From an optimization exercise on the open Yosys and OpenROAD flow, aimed at small area and few clock cycles per item; shortcuts taken in it are not production practice.
At most, simulation tests tie the RTL to the original design; equivalence was not proved.
The RTL of run 1 was laid out without a check of its function.

## flow/design.v (module list and top-level ports; edited modules follow where they fit)
// module hysl_add: 85 lines
// module hysl_front: 1316 lines
// module hysl_back: 1019 lines
// module heading_yaw_slew_limiter: 91 lines
module heading_yaw_slew_limiter (
    input  logic                               clk,
    input  logic                               rst_n,
    input  logic                               cfg_we,
    input  logic [hysl_pkg::CFG_IDX_W-1:0]     cfg_index,
    input  logic [hysl_pkg::CFG_DATA_W-1:0]    cfg_data,
    input  logic                               point_valid,
    output logic                               point_ready,
    input  logic signed [31:0]                 point_pos_x,
    input  logic signed [31:0]                 point_pos_y,
    input  logic signed [15:0]                 point_vel_x,
    input  logic signed [15:0]                 point_vel_y,
    output logic                               cmd_valid,
    input  logic                               cmd_ready,
    output logic signed [31:0]                 cmd_x,
    output logic signed [31:0]                 cmd_y,
    output logic        [30:0]                 cmd_z,
    output logic signed [15:0]                 cmd_yaw,
    output logic signed [15:0]                 cmd_yaw_rate
);
  // ...
==> flow/run.sh <==
#!/bin/bash
# synth_recipe.tcl (not shown) runs the flow's synth.tcl, then flattens the netlist and writes it again
# the make line also repeats each setting of config.mk as NAME=value (left out here)
make -C /OpenROAD-flow-scripts/flow DESIGN_CONFIG=/design/flow/config.mk WORK_HOME=/design/flow/orfs CLKGATE_MAP_FILE= SYNTH_SCRIPT=/design/flow/synth_recipe.tcl finish
==> flow/config.mk <==
export PLATFORM = sky130hd
export DESIGN_NAME = heading_yaw_slew_limiter
export DESIGN_NICKNAME = heading_yaw_slew_limiter
export VERILOG_FILES = /design/flow/design.v
export SDC_FILE = /design/flow/constraint.sdc
export NUM_CORES = 4
export LEC_CHECK = 0
export ABC_AREA = 1
export CAP_MARGIN = 20
export CORE_MARGIN = 2
export CORE_UTILIZATION = 50
export CTS_CLUSTER_DIAMETER = 60
export CTS_CLUSTER_SIZE = 30
export SLEW_MARGIN = 20
==> flow/constraint.sdc <==
create_clock -name core_clock -period 14.0 [get_ports {clk}]
set_input_delay 2.8000 -clock core_clock [delete_from_list [all_inputs] [get_ports {clk}]]
set_output_delay 2.8000 -clock core_clock [all_outputs]
set_load 0.01 [all_outputs]
==> metrics.md, run 1 <==
| Metric | Value |
|---|---|
| Status | `no timing/DRC/antenna violations` |
| R2r setup slk | `1800 ps` |
| Layout non-clock buf frac | `4.75%` |
| Initial antenna violation count | `7` |
| Num CTS Buffers | `66` |
| Hold Worst Slack | `404 ps` |
| Max Used Layer | `met4` |
| Main synth FF type | `edfxtp_1` |
| Top Usage Layer GRT | `met2` |
| Post-Synth Simple-Gate Area | `16.8%` |
| Commonest non-fill, non-tap cell in the layout | `nand2_1` |
| IO Count | `265` |
| Setup Buffers After CTS | `0` |
| Final nets | `8702` |
| Die ar. | `0.126 mm²` |
| Vias | `46400` |
| Synth top cells by count | `1325 x nand2_1, 1304 x inv_1, 611 x ha_1` |
| Final core utilization | `56.3%` |
| Post-Route M1 WL | `70300 µm` |
| N_taps | `1625` |
| Unique masters post-synth | `86` |
| Worst slew pin tran | `1240 ps` |
| Area of the multi-input gates | `0.0394 mm²` |
| Synth area leaders | `edfxtp_1 21%, fa_1 17%, ha_1 12%` |
| Met1 GRT Util | `34.5%` |
==> run 2, diff against run 1 <==
--- a/flow/design.v
+++ b/flow/design.v
@@ -696,26 +696,40 @@
     logic c_13;
     logic [13:0] xs_13;
     logic [13:0] u_13;
     logic d14;
     logic [12:0] xs_14;
     logic [12:0] u_14;
     logic d15;
     logic [15:0] e_tab;
-    logic [15:0] e9;
-    logic [15:0] e9m;
-    logic [15:0] e9p;
-    logic [16:0] dhi;
-    logic [16:0] dlo;
-    logic [6:0] g;
+    logic zt_1;
+    logic zt_2;
+    logic zt_3;
+    logic zt_4;
+    logic zt_5;
+    logic zt_6;
+    logic zt_7;
+    logic zt_8;
+    logic zt_9;
+    logic zt_10;
+    logic zt_11;
+    logic zt_12;
+    logic zt_13;
+    logic zt_14;
+    logic zt_15;
+    logic zt_16;
+    logic zt_17;
+    logic zt_18;
+    logic [15:0] z_a;
+    logic [15:0] z_b;
+    logic [15:0] z_s;
+    logic [15:0] aim_0;
     logic z_hi;
     logic z_lo;
-    logic [15:0] zbase;
-    logic [15:0] aim_0;
     logic [15:0] aim_rz;
     logic [31:0] px_rz;
     logic [31:0] py_rz;
     logic sl_rz;
     logic vl_rz;
     assign sx = point_vel_x[15];
     hysl_add #(16) u_abs_x (.a(point_vel_x ^ {16{sx}}), .b(16'd0), .ci(sx), .y(ax));
     assign sy = point_vel_y[15];
@@ -1329,26 +1343,40 @@
             6'd59: e_tab = 16'hbf93;
             6'd60: e_tab = 16'hc34d;
             6'd61: e_tab = 16'hc74b;
             6'd62: e_tab = 16'hcb43;
             6'd63: e_tab = 16'hcf41;
             default: e_tab = 16'h0000;
         endcase
     end
-    hysl_add #(16) u_e9 (.a(e_tab), .b({6'd0, d06_r11, d07_r11, d08_r11, d09_r11, 6'd0}), .ci(1'b0), .y(e9));
-    assign e9m = e9 - 16'd51472;
-    assign e9p = e9 + 16'd51472;
-    assign dhi = 17'sd25737 - {e9[15], e9};
-    assign dlo = -17'sd25736 - {e9[15], e9};
-    assign g = {1'b0, d10_r11, d11_r11, d12, d13, d14, 1'b0} + {5'd0, d15, 1'b0};
-    assign z_hi = $signed(dhi) <= 17'sd0 || ($signed(dhi) <= 17'sd64 && g >= dhi[6:0]);
-    assign z_lo = $signed(dlo) >= 17'sd64 || ($signed(dlo) >= 17'sd0 && g <= dlo[6:0]);
-    assign zbase = z_hi ? e9m : (z_lo ? e9p : e9);
-    hysl_add #(16) u_z (.a(zbase), .b({9'd0, g}), .ci(1'b0), .y(aim_0));
+    assign zt_1 = e_tab[1] ^ d14 ^ d15;
+    assign zt_2 = (e_tab[1] & d14) | (e_tab[1] & d15) | (d14 & d15);
+    assign zt_3 = e_tab[2] ^ d13;
+    assign zt_4 = e_tab[2] & d13;
+    assign zt_5 = e_tab[3] ^ d12;
+    assign zt_6 = e_tab[3] & d12;
+    assign zt_7 = e_tab[4] ^ d11_r11;
+    assign zt_8 = e_tab[4] & d11_r11;
+    assign zt_9 = e_tab[5] ^ d10_r11;
+    assign zt_10 = e_tab[5] & d10_r11;
+    assign zt_11 = e_tab[6] ^ d09_r11;
+    assign zt_12 = e_tab[6] & d09_r11;
+    assign zt_13 = e_tab[7] ^ d08_r11;
+    assign zt_14 = e_tab[7] & d08_r11;
+    assign zt_15 = e_tab[8] ^ d07_r11;
+    assign zt_16 = e_tab[8] & d07_r11;
+    assign zt_17 = e_tab[9] ^ d06_r11;
+    assign zt_18 = e_tab[9] & d06_r11;
+    assign z_a = {e_tab[15], e_tab[14], e_tab[13], e_tab[12], e_tab[11], e_tab[10], zt_17, zt_15, zt_13, zt_11, zt_9, zt_7, zt_5, zt_3, zt_1, e_tab[0]};
+    assign z_b = {1'b0, 1'b0, 1'b0, 1'b0, 1'b0, zt_18, zt_16, zt_14, zt_12, zt_10, zt_8, zt_6, zt_4, zt_2, 1'b0, 1'b0};
+    hysl_add #(16) u_z (.a(z_a), .b(z_b), .ci(1'b0), .y(z_s));
+    assign z_hi = $signed(z_s) > 16'sd25736;
+    assign z_lo = $signed(z_s) <= -16'sd25736;
+    assign aim_0 = z_hi ? z_s - 16'd51472 : (z_lo ? z_s + 16'd51472 : z_s);
     always_ff @(posedge clk or negedge rst_n)
     begin
         if (!rst_n)
         begin
             vl_r3 <= 1'b0;
             vl_r7 <= 1'b0;
             vl_r11 <= 1'b0;
             vl_rz <= 1'b0;
==> flow/config.mk (replaced) <==
export PLATFORM = sky130hd
export DESIGN_NAME = heading_yaw_slew_limiter
export DESIGN_NICKNAME = heading_yaw_slew_limiter
export VERILOG_FILES = /design/flow/design.v
export SDC_FILE = /design/flow/constraint.sdc
export NUM_CORES = 4
export LEC_CHECK = 0
export ABC_AREA = 1
export CAP_MARGIN = 20
export CORE_MARGIN = 2
export CORE_UTILIZATION = 40
export SLEW_MARGIN = 20
==> run 2 against run 1 <==
Still clean. Routed wire length fell by 0.30%. Synthesized cell count down 0.88%. Design area is 0.15% higher. Hold slack improved by 10 ps. Clock skew decreased by 27 ps. Largest cell class unchanged.
==> metrics.md, run 2 <==
| Metric | Value |
|---|---|
| Status | `no timing/DRC/antenna violations (unchanged)` |
| Slew HR | `29.0% (was 17.3%)` |
| Area growth syn-to-layout | `12.6% (was 11.5%)` |
| Fraction of layout cells with a size suffix above 1 | `5.70% (was 6.28%)` |
| Skew final | `18.4 ps (was 45.6 ps)` |
| Final nets | `8647 (was 8702)` |
| H-tree levels | `3 (unchanged)` |
| Place WS | `521 ps (was 564 ps)` |
| CP arrival | `10520 ps (was 10540 ps)` |
| Commonest non-fill, non-tap cell in the layout | `inv_1 (was nand2_1)` |
| Max Freq | `75.1 MHz (was 75.0 MHz)` |
| Final core utilization | `45.4% (was 56.3%)` |
| Remaining DRCs | `0 (unchanged)` |
| First-pass GRT wire length | `252000 µm (was 251000 µm)` |
| Die Wd | `395 µm (was 355 µm)` |
| Num CTS Buffers | `68 (was 66)` |
| Startpoint Class | `register (unchanged)` |
| CTS root buffer | `clkbuf_16 (unchanged)` |
| IO Count | `265 (unchanged)` |
| Share of the synthesized area in the top cell type | `20.7% (was 20.6%)` |
| Unique masters post-synth | `75 (was 86)` |
| Vias in the first global route | `46900 (was 46700)` |
| Synth area leaders | `edfxtp_1 21%, fa_1 17%, ha_1 12% (unchanged)` |
| Site Rows | `143 (was 128)` |
| FFs w/ async S/R, synth | `24.9% (unchanged)` |
| Buffers on Ports | `264 (unchanged)` |
| Yosys Warn Count | `57 (unchanged)` |
| Fin area | `0.0689 mm² (was 0.0688 mm²)` |
| Largest delay share family, worst path | `adder cells (was compound AO/OA/AOI/OAI gates)` |
| Skew-Pair Late Insertion Delay | `670 ps (was 690 ps)` |
| Hold Worst Slack | `414 ps (was 404 ps)` |
| Worst setup margin | `679 ps (was 663 ps)` |
| Max_cap viols | `0 (unchanged)` |
| Worst slew pin tran | `1070 ps (was 1240 ps)` |
| Critical Path RT | `11200 ps (about the same)` |
| Total routed wirelength | `156000 µm (was 157000 µm)` |
| GP Congestion | `0.928 (was 0.936)` |
| R2r startpoint | `u_front.u_r7[19]$_DFFE_PN_ (unchanged)` |
| CTS tree | `built (unchanged)` |
| DRT iter0 DRCs | `2749 (was 2817)` |
| Cell taking the most area after synthesis | `edfxtp_1 (unchanged)` |
| Slowest stage delay, CP | `590 ps (was 580 ps)` |
| CTS sink cnt | `583 (unchanged)` |
| Hold path startpoint | `u_front.py_r7[26]$_DFFE_PN_ (was u_front.py_r3[4]$_DFFE_PN_)` |
| Synth Cell Area | `0.0612 mm² (was 0.0617 mm²)` |
| Vias | `46100 (was 46400)` |
| Final Cycle Share | `95.1% (was 95.3%)` |
| Post-route ant nets | `0 (unchanged)` |
| Critical path startpoint | `u_front.sl_rz$_DFFE_PN_ (unchanged)` |
| Gr usage total | `20.1% (was 25.2%)` |
| # setup viols final | `0 (unchanged)` |
| Commonest non-fill, non-tap cells in the layout | `1363 x inv_1, 1318 x nand2_1, 601 x ha_1 (was 1322 x nand2_1, 1299 x inv_1, 611 x ha_1)` |
| Largest net degree at the start of global routing | `90 (was 173)` |
| Final hold viol count | `0 (unchanged)` |
| Mapped Cells | `7123 (was 7186)` |
| Total gr overflow | `0 (unchanged)` |
| Yosys reg bits | `583 (unchanged)` |
| Placed Area | `0.0664 mm² (about the same)` |
| Max Slew Vio Count | `0 (unchanged)` |
| Setup crit end kind | `output port (unchanged)` |
| Crit path buf inv count | `9 (was 8)` |
| Critical path's slowest cell | `clkdlybuf4s50_1 (was fa_1)` |
| Sum Neg Setup Slack | `0 ps (unchanged)` |
| Filler Cells Inserted | `14800 (was 11200)` |
| Inst Count DP | `9349 (was 8992)` |
| Synth top cells by count | `1367 x inv_1, 1320 x nand2_1, 601 x ha_1 (was 1325 x nand2_1, 1304 x inv_1, 611 x ha_1)` |
| Die height | `395 µm (was 355 µm)` |
| First-pass detailed-route iteration total | `5 (unchanged)` |
| Most frequent cell after synthesis | `inv_1 (was nand2_1)` |
| Number of non-filler instances in the completed layout | `9481 (was 9126)` |
| Worst-path fanout max | `28 (was 16)` |
| Final min period | `13320 ps (was 13340 ps)` |
| Initial antenna violation count | `4 (was 7)` |
| Tightest Hold Check Type | `register to register (unchanged)` |
| Starting Density | `40.3% (was 50.5%)` |
| DP Wirelength | `127000 µm (was 126000 µm)` |
| Sequential area share after synthesis | `27.2% (was 27.0%)` |
| Clock buffer depth | `3 (unchanged)` |
| Core Area | `0.152 mm² (was 0.122 mm²)` |
| Register area | `0.0167 mm² (unchanged)` |
| Number of flops mapped to enable cells by yosys | `423 (unchanged)` |
| Area of the multi-input gates | `0.0388 mm² (was 0.0394 mm²)` |
| Die ar. | `0.156 mm² (was 0.126 mm²)` |
| Main synth FF type | `edfxtp_1 (unchanged)` |
| Clock-pin slew on the worst setup and hold paths | `60 ps (was 80 ps)` |
| Post-Syn Area per Cell | `8.60 µm² (was 8.59 µm²)` |
| WS Path Type | `register to output port (unchanged)` |
| Via-per-instance ratio | `4.86 (was 5.09)` |
| Wire per inst | `16.5 µm (was 17.1 µm)` |
## run 2: path summary, 6_finish.rpt
check | endpoint | slack (ps) | depth (start not counted)
min | u_front.py_r11[26]$_DFFE_PN_ | 410 | 0
min reg2reg | u_front.py_r11[26]$_DFFE_PN_ | 410 | 0
max reg2reg | u_front.cx_r11[24]$_DFFE_PN_ | 1540 | 69
max | cmd_yaw_rate[10] | 680 | 39
max in group asynchronous | speed_sq_min_reg[6]$_DFFE_PN0P_ | 10340 | 2
min in group asynchronous | hover_height_reg[21]$_DFFE_PN0P_ | 2260 | 1
## run 2: area by class of cell
| cell class | count | area share, % |
|---|---|---|
| multi-input cells | 4981 | 56.2 |
| flip-flops and latches | 583 | 24.2 |
| inverters | 1405 | 7.67 |
| repair buffers | 361 | 4.94 |
| well taps | 2030 | 3.68 |
| clock buffers | 89 | 2.67 |
| clock inverters | 31 | 0.632 |
| diodes | 1 | 0.00363 |
## run 2: cells by family (layout without fill, tap and decap cells)
kind of cell | after synthesis | after routing | synth area share, %
AO/OA/AOI/OAI | 750 | 750 | 7.01
XOR/XNOR | 759 | 759 | 10.9
AND/OR/NAND/NOR | 2357 | 2357 | 16.2
flip-flops | 583 | 583 | 27.2
buffers and inverters | 1559 | 1886 | 9.67
other | 2 | 3 | 0.0123
adder cells (fa/ha/maj) | 1111 | 1111 | 29.0
multiplexers | 2 | 2 | 0.0327
## run 2: layer usage
layer / routed length [µm] / share of wire, % / vias to the layer above / global-route usage, %
li1: - / - / 22800 / -
met1: 69200 / 44 / 22100 / 26.5
met2: 75700 / 49 / 930 / 34.6
met3: 6830 / 4.4 / 222 / 2.29
met4: 4300 / 2.8 / 0 / 6.07
met5: 0 / 0 / - / 0
## run 2: timing repair
action                                  in CTS  in global routing
setup buffers                                0                 11
pin swaps                                    0                  2
endpoints found under the hold margin        0                  0
resized for setup                            4                 32
hold buffers                                 0                  0
endpoints found under the setup margin       8                 27
Testbench counts of run 2, summed over its fixed seeds: cycles 12,032, items 12,000.
==> run 3, diff against run 2 <==
==> flow/flow/run.sh (new file) <==
#!/bin/bash
# Own layout flow: the standard synthesis and layout, unchanged except
# that the port buffers (every input and output port still gets one, as the
# standard flow does) use the buffer cell named in port_buffer. The layout's
# output goes to a log file in this folder.
set -euo pipefail
WORK=$(pwd)
export BUFFER_PORTS_ARGS="-buffer_cell $(cat $WORK/flow/port_buffer)"
bash standard.sh > $WORK/flow_layout.log 2>&1
==> flow/flow/port_buffer (new file) <==
sky130_fd_sc_hd__buf_1
==> flow/standard.sh (new file) <==
#!/bin/bash
# synth_recipe.tcl (not shown) runs the flow's synth.tcl, then flattens the netlist and writes it again
# the make line also repeats each setting of config.mk as NAME=value (left out here)
make -C /OpenROAD-flow-scripts/flow DESIGN_CONFIG=/design/flow/config.mk WORK_HOME=/design/flow/orfs CLKGATE_MAP_FILE= SYNTH_SCRIPT=/design/flow/synth_recipe.tcl "${@:-finish}"
--- a/flow/config.mk
+++ b/flow/config.mk
@@ -6,7 +6,7 @@
 export NUM_CORES = 4
 export LEC_CHECK = 0
 export ABC_AREA = 1
-export CAP_MARGIN = 20
+export CAP_MARGIN = 10
 export CORE_MARGIN = 2
-export CORE_UTILIZATION = 40
-export SLEW_MARGIN = 20
+export CORE_UTILIZATION = 55
+export SLEW_MARGIN = 10
removed: flow/run.sh
==> run 3 against run 2 <==
Still clean on timing, DRC and antenna. Register-to-register slack worse by 160 ps. Clock-buffer cell count fell by 5. First-iteration DRC count increased by 5.7%. Die area decreased by 27%. Synthesized cell count is the same.
==> metrics.md, run 3 <==
| Metric | Value |
|---|---|
| Worst-path fanout max | `14 (was 28)` |
| Max Freq | `75.2 MHz (was 75.1 MHz)` |
| CTS root buffer | `clkbuf_16 (unchanged)` |
| Setup crit end kind | `output port (unchanged)` |
| Main synth FF type | `edfxtp_1 (unchanged)` |
| Skew final | `20.9 ps (was 18.4 ps)` |
| Yosys Warn Count | `57 (unchanged)` |
| Num CTS Buffers | `66 (was 68)` |
| DP Wirelength | `121000 µm (was 127000 µm)` |
| Largest net degree at the start of global routing | `78 (was 90)` |
| Synth top cells by count | `1367 x inv_1, 1320 x nand2_1, 601 x ha_1 (unchanged)` |
| Synth Cell Area | `0.0612 mm² (unchanged)` |
| Inst Count DP | `8775 (was 9349)` |
| Fraction of layout cells with a size suffix above 1 | `5.03% (was 5.70%)` |
| Remaining DRCs | `0 (unchanged)` |
| Die height | `338 µm (was 395 µm)` |
| Buffers on Ports | `264 (unchanged)` |
| Area growth syn-to-layout | `8.18% (was 12.6%)` |
| CP arrival | `10500 ps (was 10520 ps)` |
| Final min period | `13300 ps (was 13320 ps)` |
| IO Count | `265 (unchanged)` |
| Starting Density | `55.4% (was 40.3%)` |
| Initial antenna violation count | `2 (was 4)` |
| Site Rows | `122 (was 143)` |
| Sequential area share after synthesis | `27.2% (unchanged)` |
| CTS sink cnt | `583 (unchanged)` |
| Number of flops mapped to enable cells by yosys | `423 (unchanged)` |
| Gr usage total | `26.4% (was 20.1%)` |
| Number of non-filler instances in the completed layout | `8902 (was 9481)` |
| Compound-gate portion of the synthesized area | `7.01% (unchanged)` |
| Hold path startpoint | `u_front.px_r11[4]$_DFFE_PN_ (was u_front.py_r7[26]$_DFFE_PN_)` |
| Final nets | `8608 (was 8647)` |
| Via-per-instance ratio | `5.12 (was 4.86)` |
| Startpoint Class | `register (unchanged)` |
| DRT iter0 DRCs | `2906 (was 2749)` |
| Post-route ant nets | `0 (unchanged)` |
| First-pass GRT wire length | `238000 µm (was 252000 µm)` |
| Critical path startpoint | `u_front.sl_rz$_DFFE_PN_ (unchanged)` |
| Most frequent cell after synthesis | `inv_1 (unchanged)` |
| Most frequent CP cell | `nand2_1` |
| Wire per inst | `16.6 µm (was 16.5 µm)` |
| Yosys reg bits | `583 (unchanged)` |
| CTS tree | `built (unchanged)` |
| # setup viols final | `0 (unchanged)` |
| Post-Synth Simple-Gate Area | `16.2% (unchanged)` |
| Tightest Hold Check Type | `register to register (unchanged)` |
| Hold Worst Slack | `416 ps (was 414 ps)` |
| Total gr overflow | `0 (unchanged)` |
| R2r startpoint | `u_front.u_r3[22]$_DFFE_PN_ (was u_front.u_r7[19]$_DFFE_PN_)` |
| Post-Synth Adder-Cell Area | `29.0% (unchanged)` |
| FFs w/ async S/R, synth | `24.9% (unchanged)` |
| Core Area | `0.111 mm² (was 0.152 mm²)` |
| Final Cycle Share | `95.0% (was 95.1%)` |
| Die Wd | `338 µm (was 395 µm)` |
| Vias in the first global route | `45200 (was 46900)` |
| Final hold viol count | `0 (unchanged)` |
| Critical Path RT | `11200 ps (about the same)` |
| Die ar. | `0.114 mm² (was 0.156 mm²)` |
| Cell taking the most area after synthesis | `edfxtp_1 (unchanged)` |
| WS Path Type | `register to output port (unchanged)` |
| GP Congestion | `0.923 (was 0.928)` |
| Critical path's slowest cell | `a21oi_1 (was clkdlybuf4s50_1)` |
| Synth area leaders | `edfxtp_1 21%, fa_1 17%, ha_1 12% (unchanged)` |
| H-tree levels | `3 (unchanged)` |
| Post-Syn Area per Cell | `8.60 µm² (unchanged)` |
| Largest family of logic cells by synthesized area | `adder cells (unchanged)` |
| Filler Cells Inserted | `10100 (was 14800)` |
| Status | `no timing/DRC/antenna violations (unchanged)` |
| Max Slew Vio Count | `0 (unchanged)` |
| Slew HR | `26.0% (was 29.0%)` |
| Mapped Cells | `7123 (unchanged)` |
| Total routed wirelength | `148000 µm (was 156000 µm)` |
| ANT cells | `0 (was 1)` |
| Multiplexer share of the synthesized area | `0.0327% (unchanged)` |
| Commonest non-fill, non-tap cell in the layout | `inv_1 (unchanged)` |
| First-pass detailed-route iteration total | `6 (was 5)` |
| Clock-pin slew on the worst setup and hold paths | `60 ps (about the same)` |
| Vias | `45600 (was 46100)` |
| Skew-Pair Late Insertion Delay | `650 ps (was 670 ps)` |
| Max_cap viols | `0 (unchanged)` |
| Synth Area in XOR/XNOR | `10.9% (unchanged)` |
| Clock buffer depth | `3 (unchanged)` |
| Unique masters post-synth | `75 (unchanged)` |
| Commonest non-fill, non-tap cells in the layout | `1366 x inv_1, 1318 x nand2_1, 601 x ha_1 (was 1363 x inv_1, 1318 x nand2_1, 601 x ha_1)` |
| Slowest stage delay, CP | `620 ps (was 590 ps)` |
| Worst slew pin tran | `1110 ps (was 1070 ps)` |
| Share of the synthesized area in the top cell type | `20.7% (unchanged)` |
[run 3: critical path: cells and delay by family (launching register included)]
family,cells,cell delay [ps]
compound gates,6,2100
xor+xnor,1,220
fa+ha+maj,8,3770
buf+inv,7,1290
flops,1,500
simple gates,16,1990
[run 3: final timing paths]
check,end,slack [ps],cells past startpoint
max in group asynchronous,hover_height_reg[5]$_DFFE_PN0P_,9980,3
worst max-delay path,cmd_yaw_rate[1],700,38
worst min register to register,u_front.px_rz[4]$_DFFE_PN_,420,0
worst min-delay path,u_front.px_rz[4]$_DFFE_PN_,420,0
min in group asynchronous,u_back.held_rate_reg[10]$_DFFE_PN0P_,2040,1
worst max register to register,u_front.cx_r7[22]$_DFFE_PN_,1380,70
[run 3: cell families after synthesis]
| logic type | after synthesis |
|---|---|
| AO/OA/AOI/OAI | 750 |
| other | 2 |
| adder cells (fa/ha/maj) | 1111 |
| flip-flops | 583 |
| XOR/XNOR | 759 |
| buffers and inverters | 1559 |
| multiplexers | 2 |
| AND/OR/NAND/NOR | 2357 |
[run 3: cell type report]
type / count / area, µm² / area share, %
Tap cell: 1488 / 1860 / 2.81
Clock buffer: 84 / 1790 / 2.70
Clock inverter: 37 / 473 / 0.714
Sequential cell: 583 / 16700 / 25.2
Inverter: 1405 / 5290 / 7.98
Timing Repair inverter: 1 / 7.51 / 0.0113
Multi-Input combinational cell: 4981 / 38700 / 58.4
Timing Repair Buffer: 323 / 1460 / 2.21
[run 3: layer usage]
metal | global-route usage [%] | vias to the layer above | share of wire [%]
li1 | - | 22800 | -
met1 | 36.3 | 21700 | 45
met2 | 44.7 | 972 | 48
met3 | 2.97 | 182 | 4.9
met4 | 6.00 | 0 | 2.0
met5 | 0 | - | 0
[run 3: stage by stage]
stage                     area (µm²)  setup TNS [ps]  util [%]  worst slack, ps
after floorplan                61200               0         -             1090
after global placement         63900               0      57.8              964
after detailed placement       63900               0      57.8              640
after CTS                      66100               0      59.9             17.9
after global routing           66200           -37.2      59.9            -36.5
final                          66200               0      59.9              699
[run 3: timing repair]
item	4_1_cts	5_1_grt
pin swaps	0	1
resized for setup	1	11
hold buffers	0	0
gates cloned	0	1
endpoints found under the setup margin	1	28
setup buffers	0	5
==> run 4, diff against run 3 <==
--- a/flow/config.mk
+++ b/flow/config.mk
@@ -6,7 +6,7 @@
 export NUM_CORES = 4
 export LEC_CHECK = 0
 export ABC_AREA = 1
-export CAP_MARGIN = 10
+export CAP_MARGIN = 20
 export CORE_MARGIN = 2
-export CORE_UTILIZATION = 55
-export SLEW_MARGIN = 10
+export CORE_UTILIZATION = 40
+export SLEW_MARGIN = 20
==> run 4 against run 3 <==
Still clean. Die area grew 37%. Sequential share of layout area shrank 0.30 points. Cell count grew 6.4%. Flip-flop and latch count is the same. Non-clock buffer count grew 26. Hold slack lost 9.7 ps. Clock skew grew 25 ps. Routed wire length grew 4.0%. Worst setup slack gained 130 ps. Critical endpoint is now cmd_yaw_rate[10]. Highest routed layer is now met5.
==> metrics.md, run 4 <==
| Metric | Value |
|---|---|
| Yosys Warn Count | `57 (unchanged)` |
| First-pass detailed-route iteration total | `5 (was 6)` |
| Max Used Layer | `met5 (was met4)` |
| Total gr overflow | `0 (unchanged)` |
| Multiplexer share of the synthesized area | `0.0327% (unchanged)` |
| Vias | `45900 (was 45600)` |
| Gr usage total | `19.7% (was 26.4%)` |
| Met3 routed WL | `6760 µm (was 7290 µm)` |
| # setup viols final | `0 (unchanged)` |
| Slowest stage delay, CP | `570 ps (was 620 ps)` |
| Share of the synthesized area in the top cell type | `20.7% (unchanged)` |
| Fin area | `0.0670 mm² (was 0.0662 mm²)` |
| IO Count | `265 (unchanged)` |
| Final Cycle Share | `94.1% (was 95.0%)` |
| Setup crit end kind | `output port (unchanged)` |
| Most frequent CP cell | `fa_1 (was nand2_1)` |
| Remaining DRCs | `0 (unchanged)` |
| Startpoint Class | `register (unchanged)` |
| Die Wd | `395 µm (was 338 µm)` |
| Compound-gate portion of the synthesized area | `7.01% (unchanged)` |
| R2r setup slk | `1470 ps (was 1380 ps)` |
| H-tree levels | `3 (unchanged)` |
| Site Rows | `143 (was 122)` |
| Commonest non-fill, non-tap cell in the layout | `inv_1 (unchanged)` |
| Slew HR | `29.3% (was 26.0%)` |
| Final hold viol count | `0 (unchanged)` |
| CP arrival | `10370 ps (was 10500 ps)` |
| Most frequent cell after synthesis | `inv_1 (unchanged)` |
| Num CTS Buffers | `67 (was 66)` |
| Number of flops mapped to enable cells by yosys | `423 (unchanged)` |
| Post-Syn Area per Cell | `8.60 µm² (unchanged)` |
| CTS sink cnt | `583 (unchanged)` |
| Status | `no timing/DRC/antenna violations (unchanged)` |
| Die ar. | `0.156 mm² (was 0.114 mm²)` |
| Via-per-instance ratio | `4.85 (was 5.12)` |
| Tightest Hold Check Type | `register to register (unchanged)` |
| Commonest non-fill, non-tap cells in the layout | `1366 x inv_1, 1319 x nand2_1, 601 x ha_1 (was 1366 x inv_1, 1318 x nand2_1, 601 x ha_1)` |
| Total routed wirelength | `154000 µm (was 148000 µm)` |
| Hold Path Depth | `0 (unchanged)` |
| Post-Route M1 WL | `67700 µm (was 66800 µm)` |
| Fraction of layout cells with a size suffix above 1 | `5.45% (was 5.03%)` |
| Main synth FF type | `edfxtp_1 (unchanged)` |
| Clock-pin slew on the worst setup and hold paths | `60 ps (about the same)` |
| Worst-path fanout max | `10 (was 14)` |
| Cell taking the most area after synthesis | `edfxtp_1 (unchanged)` |
| Synth top cells by count | `1367 x inv_1, 1320 x nand2_1, 601 x ha_1 (unchanged)` |
| Yosys reg bits | `583 (unchanged)` |
| Mapped Cells | `7123 (unchanged)` |
| Largest net degree at the start of global routing | `164 (was 78)` |
| GP Congestion | `0.930 (was 0.923)` |
| Post-route ant nets | `0 (unchanged)` |
| Final min period | `13170 ps (was 13300 ps)` |
| Max_cap viols | `0 (unchanged)` |
| DRT iter0 DRCs | `2841 (was 2906)` |
| Starting Density | `40.3% (was 55.4%)` |
| Post-Synth Simple-Gate Area | `16.2% (unchanged)` |
| WS Path Type | `register to output port (unchanged)` |
| Clock buffer depth | `3 (unchanged)` |
| Core Area | `0.152 mm² (was 0.111 mm²)` |
| Synth Area in XOR/XNOR | `10.9% (unchanged)` |
| Skew-Pair Late Insertion Delay | `710 ps (was 650 ps)` |
| Filler Cells Inserted | `14900 (was 10100)` |
| Area of the multi-input gates | `0.0387 mm² (about the same)` |
| Area growth syn-to-layout | `9.48% (was 8.18%)` |
| CTS tree | `built (unchanged)` |
| Post-Synth Adder-Cell Area | `29.0% (unchanged)` |
| Worst Reg-to-Reg Cells | `75 (was 70)` |
| Hold buffer count at CTS | `0 (unchanged)` |
| Final nets | `8635 (was 8608)` |
| Vias in the first global route | `46400 (was 45200)` |
| Max Freq | `75.9 MHz (was 75.2 MHz)` |
| Initial antenna violation count | `4 (was 2)` |
| Skew final | `46.4 ps (was 20.9 ps)` |
| Register area | `0.0167 mm² (unchanged)` |
| Largest family of logic cells by synthesized area | `adder cells (unchanged)` |
| CTS root buffer | `clkbuf_16 (unchanged)` |
| Met2 WL | `74200 µm (was 70700 µm)` |
| Buffers on Ports | `264 (unchanged)` |
| Worst slew pin tran | `1060 ps (was 1110 ps)` |
| Placed Area | `0.0647 mm² (was 0.0639 mm²)` |
| Synth area leaders | `edfxtp_1 21%, fa_1 17%, ha_1 12% (unchanged)` |
| Max Slew Vio Count | `0 (unchanged)` |
| Sequential area share after synthesis | `27.2% (unchanged)` |
| Die height | `395 µm (was 338 µm)` |
| Critical path's slowest cell | `a21oi_1 (unchanged)` |
| Synth Cell Area | `0.0612 mm² (unchanged)` |
| Unique masters post-synth | `75 (unchanged)` |
| DP Wirelength | `125000 µm (was 121000 µm)` |
| Inst Count DP | `9335 (was 8775)` |
| Number of non-filler instances in the completed layout | `9469 (was 8902)` |
| Critical Path RT | `11200 ps (about the same)` |
| Wire per inst | `16.2 µm (was 16.6 µm)` |
| FFs w/ async S/R, synth | `24.9% (unchanged)` |
| First-pass GRT wire length | `246000 µm (was 238000 µm)` |
-- run 4: kinds of logic after synthesis --
group,count (synthesis)
buffers and inverters,1559
AND/OR/NAND/NOR,2357
adder cells (fa/ha/maj),1111
other,2
AO/OA/AOI/OAI,750
XOR/XNOR,759
multiplexers,2
flip-flops,583
-- run 4: worst max-delay path, delay by kind of cell (launching register included) --
kind	cells	cell delay (ps)
flip-flops	1	440
buffers and inverters	9	1070
AO/OA/AOI/OAI	7	1860
XOR/XNOR	1	240
adder cells (fa/ha/maj)	9	4090
AND/OR/NAND/NOR	12	2000
-- run 4: worst paths after layout --
check / end / from
setup / recovery: cmd_yaw_rate[10] / u_front.sl_rz$_DFFE_PN_
hold / removal: u_front.py_rz[24]$_DFFE_PN_ / u_front.py_r11[24]$_DFFE_PN_
setup reg to reg: u_front.cx_r7[24]$_DFFE_PN_ / u_front.u_r3[22]$_DFFE_PN_
hold reg to reg: u_front.py_rz[24]$_DFFE_PN_ / u_front.py_r11[24]$_DFFE_PN_
max in group asynchronous: u_back.held_yaw_reg[4]$_DFFE_PN0P_ / rst_n
min in group asynchronous: speed_sq_min_reg[21]$_DFFE_PN0P_ / rst_n
-- run 4: timing repair --
item,4_1_cts,5_1_grt
setup buffers,0,13
endpoints found under the hold margin,0,0
endpoints found under the setup margin,0,28
resized for setup,0,8
-- run 4: metrics by stage --
step | utilization, % | TNS (ps) | setup slack, ps | hold slack [ps]
2_1_floorplan | - | 0 | 1090 | 400
3_3_place_gp | 42.6 | 0 | 1050 | 400
3_5_place_dp | 42.6 | 0 | 836 | 405
4_1_cts | 44.0 | 0 | 65.1 | 397
5_1_grt | 44.1 | -11.4 | -11.4 | 417
6_report | 44.1 | 0 | 829 | 406
-- run 4: area by class of cell --
cell class | count | share of cell area, %
Clock buffer | 81 | 2.67
Inverter | 1405 | 7.89
Clock inverter | 38 | 0.599
Timing Repair Buffer | 349 | 2.47
Multi-Input combinational cell | 4981 | 57.7
Antenna cell | 1 | 0.00373
Timing Repair inverter | 1 | 0.0112
Sequential cell | 583 | 24.9
Tap cell | 2030 | 3.79
-- run 4: per-layer routing --
layer | vias up | global-route usage [%]
met1 | 21900 | 25.5
met2 | 925 | 33.9
li1 | 22800 | -
met4 | 2 | 6.86
met5 | - | 0
met3 | 239 | 2.32

## what the ideal ports hide
No port has a modelled driver above. Below, the same layouts with a new extraction and two added sets of constraints.
Step 1: set_driving_cell puts a clkbuf_16 on clk and a buf_2 on each other input, an assumption about the parent block.
Step 2 moves the port delays by t, midway between the first and last clock arrival at a register: inputs arrive t later, outputs are due t later. That takes back most of the time a late clock gives input paths.
a / b / c = ideal / step 1 / step 2; a / b = the first two.
run	shift t [ns]	setup WS [ns]	worst data-port slew with drivers (ns)
run 1	0.741	0.663 / 0.586 / 0.828	0.07
run 2	0.737	0.679 / 0.601 / 0.642	0.13
run 3	0.706	0.699 / 0.625 / 0.885	0.06
run 4	0.752	0.829 / 0.757 / 0.935	0.06
After both steps setup and hold are still met in every run listed. For run 2, which loses most, drivers alone change the setup slack by -0.078 ns; drivers and shift together by -0.037 ns.
